This design comes from an exercise in tuning for small area and few clock cycles on the open sky130 flow, not from production work.
Where RTL was checked, it was by simulation tests only, not by an equivalence proof against the original.
Power and IR-drop figures of this design are not reliable: the tool's default activity estimate is inflated in some of its runs.

==> job 9542: inputs <==
==> flow/design.v (excerpt) <==
module marching_squares_top (
    input  wire        clk,
    input  wire        rst_n,
    input  wire        cell_valid,
    output wire        cell_stall,
    input  wire [79:0] cell_word,
    output wire        seg_valid,
    input  wire        seg_stall,
    output wire [36:0] seg,
    input  wire        psel,
    input  wire        penable,
    input  wire        pwrite,
    input  wire [3:0]  paddr,
    input  wire [31:0] pwdata,
    output wire [31:0] prdata,
    output wire        pready
);
export LEC_CHECK = 0
export CAP_MARGIN = 20
export CORE_MARGIN = 2
export CORE_UTILIZATION = 40
export SLEW_MARGIN = 20
create_clock -name core_clock -period 9.0 [get_ports {clk}]
standard.sh (not shown) runs the stock make flow with config.mk's settings and CLKGATE_MAP_FILE= SYNTH_SCRIPT=/design/flow/synth_recipe.tcl, a recipe that flattens the netlist after the stock synthesis.
==> flow/flow/run.sh <==
#!/bin/bash
# The standard layout with these changes:
#  - synthesis: the standard script (same registers, names and cell types), but
#    the design's modules are kept apart until after technology mapping; the
#    index datapath (mscs_idx, mscs_seg_calc), which holds the critical path, is mapped with
#    ORFS's speed script and every other module with flow/abc_area.script, an
#    area-oriented mapping; the yosys pre-mapping abc pass is skipped. After
#    flattening, the index datapath's internal wire names are dropped so that
#    its outputs drive the output ports directly, buffers are inserted only for
#    outputs that share a net (as the standard synthesis does), and the netlist
#    is renamed as in the standard synthesis
#  - plain buf_1 cells as the port buffers
#  - a clock tree of clkbuf_8 cells, larger sink clusters, no dummy loads
set -uo pipefail
W=$(pwd)
sed -e "s#^source \$::env(SCRIPTS_DIR)/synth_preamble.tcl\$#source \$::env(SCRIPTS_DIR)/synth_preamble.tcl\nset abc_area_args [lreplace \$abc_args 1 1 $W/flow/abc_area.script]#" \
    -e "s#^  log_cmd abc {\*}\$abc_args\$#  log_cmd abc {*}\$abc_args mscs_idx mscs_seg_calc\n  log_cmd abc {*}\$abc_area_args marching_squares_top marching_squares_cell_segments#" \
    "$FLOW_HOME/scripts/synth.tcl" > "$W/my_synth_core.tcl"
sed -e "s#source \$::env(SCRIPTS_DIR)/synth.tcl#source $W/my_synth_core.tcl#" \
    -e "s#yosys synth -nofsm -noshare#yosys synth -nofsm -noshare -noabc#" \
    -e "s#^opt_clean -purge\$#yosys rename -hide w:u_core.u_calc.*\nopt_clean -purge\ninsbuf -buf {*}\$::env(MIN_BUF_CELL_AND_PORTS)#" \
    synth_recipe.tcl > "$W/my_synth.tcl"
sed "s#SYNTH_SCRIPT=[^ ]*#SYNTH_SCRIPT=$W/my_synth.tcl#" standard.sh > "$W/my_standard.sh"
SYNTH_HIERARCHICAL=1 SYNTH_MINIMUM_KEEP_SIZE=0 SYNTH_INSBUF=0 bash "$W/my_standard.sh" synth > synth.log 2>&1
export BUFFER_PORTS_ARGS="-buffer_cell sky130_fd_sc_hd__buf_1"
export CTS_ARGS="-sink_clustering_enable -repair_clock_nets -buf_list sky130_fd_sc_hd__clkbuf_8 -root_buf sky130_fd_sc_hd__clkbuf_8 -dont_use_dummy_load -sink_clustering_size 30"
bash "$W/my_standard.sh" > standard.log 2>&1
==> flow/flow/abc_area.script <==
strash
&get -n
&fraig -x
&put
scorr
dc2
dch -f
amap
topo
stime -c
==> job 5092 (differences from job 9542) <==
--- a/flow/design.v
+++ b/flow/design.v
@@ -120,30 +120,41 @@
         case (s)
             3'd1:    offs = c;
             3'd2:    offs = h;
             3'd3:    offs = n;
             3'd4:    offs = cn;
             default: offs = '0;
         endcase
     endfunction
+    function automatic logic [IW-1:0] c_minus_y1(input logic [8:0] c, input logic [7:0] y);
+        logic [IW-1:0] a, b, s;
+        logic          k;
+        a = {8'h00, c};
+        b = {9'h1ff, ~y};
+        k = 1'b0;
+        for (int i = 0; i < IW; i++)
+        begin
+            s[i] = a[i] ^ b[i] ^ k;
+            k    = (a[i] & b[i]) | (a[i] & k) | (b[i] & k);
+        end
+        c_minus_y1 = s;
+    endfunction
     logic [4:0]    pc, qc;
     logic [2:0]    psel;
     logic          pcin;
     logic [IW-1:0] ny, cny, cz;
-    logic [9:0]    cny10;
     logic [IW-1:0] po, qo;
     assign pc   = ep_ctl(pe, on);
     assign qc   = ep_ctl(qe, on);
     assign psel = hmode ? 3'd4 : pc[3:1];
     assign pcin = hmode ? 1'b0 : pc[0];
     assign ny   = {9'h1ff, ~ma};
     assign cz   = {8'h00, cols};
-    assign cny10 = {1'b0, cols} + {2'b11, ~ma};
-    assign cny   = {{7{cny10[9]}}, cny10};
+    assign cny  = c_minus_y1(cols, ma);
     assign po   = offs(psel, cz, horiz, ny, cny);
     assign qo   = offs(qc[3:1], cz, horiz, ny, cny);
     mscs_idx u_idx (
         .a    (ma),
         .b    (mb),
         .c    (mc),
         .po   (po),
         .pcin (pcin),
@@ -866,31 +877,33 @@
     logic [CW-1:0]        cols_raw_reg;
     logic [CW-1:0]        rows_raw_reg;
     logic                 cols_lo_reg, cols_hi_reg;
     logic                 rows_lo, rows_hi;
     logic [IW-1:0]        horiz_reg;
     logic [CW-1:0]        cols_c;
     logic [7:0]           cols_m2;
     logic [7:0]           rows_m1;
+    logic [7:0]           rows_m2;
     logic                 wd_lo, wd_hi;
     logic                 cfg_wr;
     logic                 grid_wr;
     logic                 grid_wr_reg;
     assign pready  = 1'b1;
     assign cfg_wr  = psel && penable && pwrite;
     assign grid_wr = cfg_wr && ((paddr[3:2] == mscs_pkg::REG_COLUMNS) ||
                                 (paddr[3:2] == mscs_pkg::REG_ROWS));
     assign wd_lo   = pwdata[8:1] == 8'd0;
     assign wd_hi   = pwdata[8] && (pwdata[7:0] != 8'd0);
     assign rows_lo = rows_raw_reg[8:1] == 8'd0;
     assign rows_hi = rows_raw_reg[8] && (rows_raw_reg[7:0] != 8'd0);
     assign cols_c  = cols_lo_reg ? CW'(2) : (cols_hi_reg ? CW'(256) : cols_raw_reg);
     assign cols_m2 = clamp_minus(cols_raw_reg, cols_lo_reg, cols_hi_reg, 8'd2);
     assign rows_m1 = clamp_minus(rows_raw_reg, rows_lo, rows_hi, 8'd1);
+    assign rows_m2 = clamp_minus(rows_raw_reg, rows_lo, rows_hi, 8'd2);
     always_ff @(posedge clk or negedge rst_n)
     begin
         if (!rst_n)
             grid_wr_reg <= 1'b0;
         else
             grid_wr_reg <= grid_wr;
     end
     always_ff @(posedge clk or negedge rst_n)
@@ -968,17 +981,17 @@
     assign c3 = {(s2[17:0] & c2[17:0]) | (s2[17:0] & nt[17:0]) | (c2[17:0] & nt[17:0]), 1'b0};
     always_comb
     begin
         hc = 1'b1;
         for (int i = 0; i < 18; i++)
             hc = (s3[i] & c3[i]) | (s3[i] & hc) | (c3[i] & hc);
         high = s3[18] ^ c3[18] ^ hc;
     end
-    assign in_grid = ge8(cols_m2, cell_word.cell_x) && !ge8(cell_word.cell_y, rows_m1);
+    assign in_grid = ge8(cols_m2, cell_word.cell_x) && ge8(rows_m2, cell_word.cell_y);
     assign saddle  = (code == 4'd5) || (code == 4'd10);
     assign has_seg = in_grid && (code != 4'd0) && (code != 4'd15);
     assign flip    = high != (code == 4'd5);
     always_comb
     begin
         case (code)
             4'd1, 4'd14: begin pe_cell = E_LEFT;   qe_cell = E_BOTTOM; end
             4'd2, 4'd13: begin pe_cell = E_BOTTOM; qe_cell = E_RIGHT;  end
==> flow/flow/run.sh (replaced) <==
#!/bin/bash
# The standard layout with three changes:
#  - synthesis maps logic with flow/abc_area.script, ORFS's speed script without
#    its blanket buffering and up-sizing (timing is repaired later in the flow);
#    everything else in synthesis, registers included, is the standard script
#  - plain buf_1 cells as the port buffers
#  - a clock tree of clkbuf_8 cells, larger sink clusters, no dummy loads
set -uo pipefail
W=$(pwd)
sed "s#^source \$::env(SCRIPTS_DIR)/synth_preamble.tcl\$#source \$::env(SCRIPTS_DIR)/synth_preamble.tcl\nset abc_args [lreplace \$abc_args 1 1 $W/flow/abc_area.script]#" \
    "$FLOW_HOME/scripts/synth.tcl" > "$W/my_synth_core.tcl"
sed "s#source \$::env(SCRIPTS_DIR)/synth.tcl#source $W/my_synth_core.tcl#" synth_recipe.tcl > "$W/my_synth.tcl"
sed "s#SYNTH_SCRIPT=[^ ]*#SYNTH_SCRIPT=$W/my_synth.tcl#" standard.sh > "$W/my_standard.sh"
export BUFFER_PORTS_ARGS="-buffer_cell sky130_fd_sc_hd__buf_1"
export CTS_ARGS="-sink_clustering_enable -repair_clock_nets -buf_list sky130_fd_sc_hd__clkbuf_8 -root_buf sky130_fd_sc_hd__clkbuf_8 -dont_use_dummy_load -sink_clustering_size 30"
bash "$W/my_standard.sh" > standard.log 2>&1
==> flow/flow/abc_area.script (replaced) <==
&get -n
&st
&dch
&nf
&st
&syn2
&if -g -K 6
&synch2
&nf
&st
&syn2
&if -g -K 6
&synch2
&nf
&st
&syn2
&if -g -K 6
&synch2
&nf
&st
&syn2
&if -g -K 6
&synch2
&nf
&st
&syn2
&if -g -K 6
&synch2
&nf
&put
topo
stime -c
dnsize -c
==> job 140 (differences from job 9542) <==
--- a/flow/design.v
+++ b/flow/design.v
@@ -120,30 +120,41 @@
         case (s)
             3'd1:    offs = c;
             3'd2:    offs = h;
             3'd3:    offs = n;
             3'd4:    offs = cn;
             default: offs = '0;
         endcase
     endfunction
+    function automatic logic [IW-1:0] c_minus_y1(input logic [8:0] c, input logic [7:0] y);
+        logic [IW-1:0] a, b, s;
+        logic          k;
+        a = {8'h00, c};
+        b = {9'h1ff, ~y};
+        k = 1'b0;
+        for (int i = 0; i < IW; i++)
+        begin
+            s[i] = a[i] ^ b[i] ^ k;
+            k    = (a[i] & b[i]) | (a[i] & k) | (b[i] & k);
+        end
+        c_minus_y1 = s;
+    endfunction
     logic [4:0]    pc, qc;
     logic [2:0]    psel;
     logic          pcin;
     logic [IW-1:0] ny, cny, cz;
-    logic [9:0]    cny10;
     logic [IW-1:0] po, qo;
     assign pc   = ep_ctl(pe, on);
     assign qc   = ep_ctl(qe, on);
     assign psel = hmode ? 3'd4 : pc[3:1];
     assign pcin = hmode ? 1'b0 : pc[0];
     assign ny   = {9'h1ff, ~ma};
     assign cz   = {8'h00, cols};
-    assign cny10 = {1'b0, cols} + {2'b11, ~ma};
-    assign cny   = {{7{cny10[9]}}, cny10};
+    assign cny  = c_minus_y1(cols, ma);
     assign po   = offs(psel, cz, horiz, ny, cny);
     assign qo   = offs(qc[3:1], cz, horiz, ny, cny);
     mscs_idx u_idx (
         .a    (ma),
         .b    (mb),
         .c    (mc),
         .po   (po),
         .pcin (pcin),
@@ -866,31 +877,33 @@
     logic [CW-1:0]        cols_raw_reg;
     logic [CW-1:0]        rows_raw_reg;
     logic                 cols_lo_reg, cols_hi_reg;
     logic                 rows_lo, rows_hi;
     logic [IW-1:0]        horiz_reg;
     logic [CW-1:0]        cols_c;
     logic [7:0]           cols_m2;
     logic [7:0]           rows_m1;
+    logic [7:0]           rows_m2;
     logic                 wd_lo, wd_hi;
     logic                 cfg_wr;
     logic                 grid_wr;
     logic                 grid_wr_reg;
     assign pready  = 1'b1;
     assign cfg_wr  = psel && penable && pwrite;
     assign grid_wr = cfg_wr && ((paddr[3:2] == mscs_pkg::REG_COLUMNS) ||
                                 (paddr[3:2] == mscs_pkg::REG_ROWS));
     assign wd_lo   = pwdata[8:1] == 8'd0;
     assign wd_hi   = pwdata[8] && (pwdata[7:0] != 8'd0);
     assign rows_lo = rows_raw_reg[8:1] == 8'd0;
     assign rows_hi = rows_raw_reg[8] && (rows_raw_reg[7:0] != 8'd0);
     assign cols_c  = cols_lo_reg ? CW'(2) : (cols_hi_reg ? CW'(256) : cols_raw_reg);
     assign cols_m2 = clamp_minus(cols_raw_reg, cols_lo_reg, cols_hi_reg, 8'd2);
     assign rows_m1 = clamp_minus(rows_raw_reg, rows_lo, rows_hi, 8'd1);
+    assign rows_m2 = clamp_minus(rows_raw_reg, rows_lo, rows_hi, 8'd2);
     always_ff @(posedge clk or negedge rst_n)
     begin
         if (!rst_n)
             grid_wr_reg <= 1'b0;
         else
             grid_wr_reg <= grid_wr;
     end
     always_ff @(posedge clk or negedge rst_n)
@@ -968,17 +981,17 @@
     assign c3 = {(s2[17:0] & c2[17:0]) | (s2[17:0] & nt[17:0]) | (c2[17:0] & nt[17:0]), 1'b0};
     always_comb
     begin
         hc = 1'b1;
         for (int i = 0; i < 18; i++)
             hc = (s3[i] & c3[i]) | (s3[i] & hc) | (c3[i] & hc);
         high = s3[18] ^ c3[18] ^ hc;
     end
-    assign in_grid = ge8(cols_m2, cell_word.cell_x) && !ge8(cell_word.cell_y, rows_m1);
+    assign in_grid = ge8(cols_m2, cell_word.cell_x) && ge8(rows_m2, cell_word.cell_y);
     assign saddle  = (code == 4'd5) || (code == 4'd10);
     assign has_seg = in_grid && (code != 4'd0) && (code != 4'd15);
     assign flip    = high != (code == 4'd5);
     always_comb
     begin
         case (code)
             4'd1, 4'd14: begin pe_cell = E_LEFT;   qe_cell = E_BOTTOM; end
             4'd2, 4'd13: begin pe_cell = E_BOTTOM; qe_cell = E_RIGHT;  end
==> flow/flow/run.sh (replaced) <==
#!/bin/bash
set -uo pipefail
export BUFFER_PORTS_ARGS="-buffer_cell sky130_fd_sc_hd__buf_1"
export CTS_ARGS="-sink_clustering_enable -repair_clock_nets -buf_list sky130_fd_sc_hd__clkbuf_8 -root_buf sky130_fd_sc_hd__clkbuf_8 -dont_use_dummy_load -sink_clustering_size 30"
bash standard.sh > standard.log 2>&1
==> flow/config.mk (replaced) <==
export PLATFORM = sky130hd
export DESIGN_NAME = marching_squares_top
export DESIGN_NICKNAME = marching_squares_top
export VERILOG_FILES = /design/flow/design.v
export SDC_FILE = /design/flow/constraint.sdc
export NUM_CORES = 4
export LEC_CHECK = 0
export ABC_AREA = 1
export CAP_MARGIN = 20
export CORE_MARGIN = 2
export CORE_UTILIZATION = 40
export SLEW_MARGIN = 20
removed: flow/flow/abc_area.script
==> qor summary <==
Power dissipated in the clock network: job 5092 230 µW; job 9542 226 µW; job 140 233 µW
Placeable core region: job 5092 0.0289 mm²; job 9542 0.0267 mm²; job 140 0.0289 mm²
Number of cells produced by synthesis: job 5092 1265; job 9542 1160; job 140 1529
Ys async rst share: job 5092 46.9%; job 9542 -; job 140 46.9%
Run status: job 5092 complete, no violations; job 9542 complete, no violations; job 140 complete, no violations
Register-to-register path setup slack: job 5092 2.38 ns; job 9542 2.66 ns; job 140 2.42 ns
Area of all sequential standard cells: job 5092 0.00225 mm²; job 9542 0.00224 mm²; job 140 0.00224 mm²
Initial antenna violation count: job 5092 0; job 9542 0; job 140 3
Area of the multi-input gates: job 5092 0.00859 mm²; job 9542 0.00793 mm²; job 140 0.00782 mm²
Number of buffer and inverter instances along the worst setup path: job 5092 5; job 9542 2; job 140 7
Primary flip-flop cell chosen by synthesis mapping: job 5092 sky130_fd_sc_hd__edfxtp_1; job 9542 -; job 140 sky130_fd_sc_hd__edfxtp_1
Post-synth top area cell: job 5092 sky130_fd_sc_hd__fa_1; job 9542 -; job 140 sky130_fd_sc_hd__fa_1
Net switching power: job 5092 5710 µW; job 9542 5260 µW; job 140 3600 µW
Synthesized area per cell: job 5092 9.33 µm²; job 9542 9.29 µm²; job 140 7.71 µm²
Routed vias: job 5092 10100; job 9542 9321; job 140 10100
Pleak: job 5092 0.00516 µW; job 9542 0.00487 µW; job 140 0.00649 µW
Seq. pwr: job 5092 993 µW; job 9542 940 µW; job 140 844 µW
Arrival time at the worst endpoint: job 5092 6.88 ns; job 9542 6.72 ns; job 140 6.84 ns
Ys Warns: job 5092 2; job 9542 8; job 140 2
Vias in the first global route: job 5092 10100; job 9542 9294; job 140 10300
Startpoint of the worst hold path: job 5092 u_core.rows_raw_reg[2]; job 9542 u_core.cols_raw_reg[8]; job 140 u_core.cols_raw_reg[5]
Testbench counts of job 5092, summed over its fixed seeds: cycles 10,644.
Testbench counts of job 140, summed over its fixed seeds: cycles 10,644.
Function not checked in job 9542: the RTL went through the layout flow alone.

==> separate check: timing with driven ports <==
Ports are ideal in the flow. The routed layouts listed here were re-timed in OpenROAD.
Step 1: set_driving_cell puts a clkbuf_16 on clk and a buf_2 on each other input, an assumption about the parent block.
Step 2, shift: input delay + t, output delay - t, t = (earliest + latest rising clock arrival at the registers) / 2. This alone moves slack from input paths to output paths.
Three values: ideal, step 1, step 2; two values: the first two.
| run | t, ns | slack for setup (ns) | hold slack, ns |
|---|---|---|---|
| job 9542 | 0.417 | 0.477 / 0.432 / 0.849 | 0.517 / 0.517 / 0.517 |
| job 5092 | 0.415 | 0.320 / 0.274 / 0.689 | 0.577 / 0.577 / 0.577 |
| job 140 | 0.413 | 0.362 / 0.319 / 0.732 | 0.518 / 0.518 / 0.518 |
After both steps every run listed still meets setup and hold.
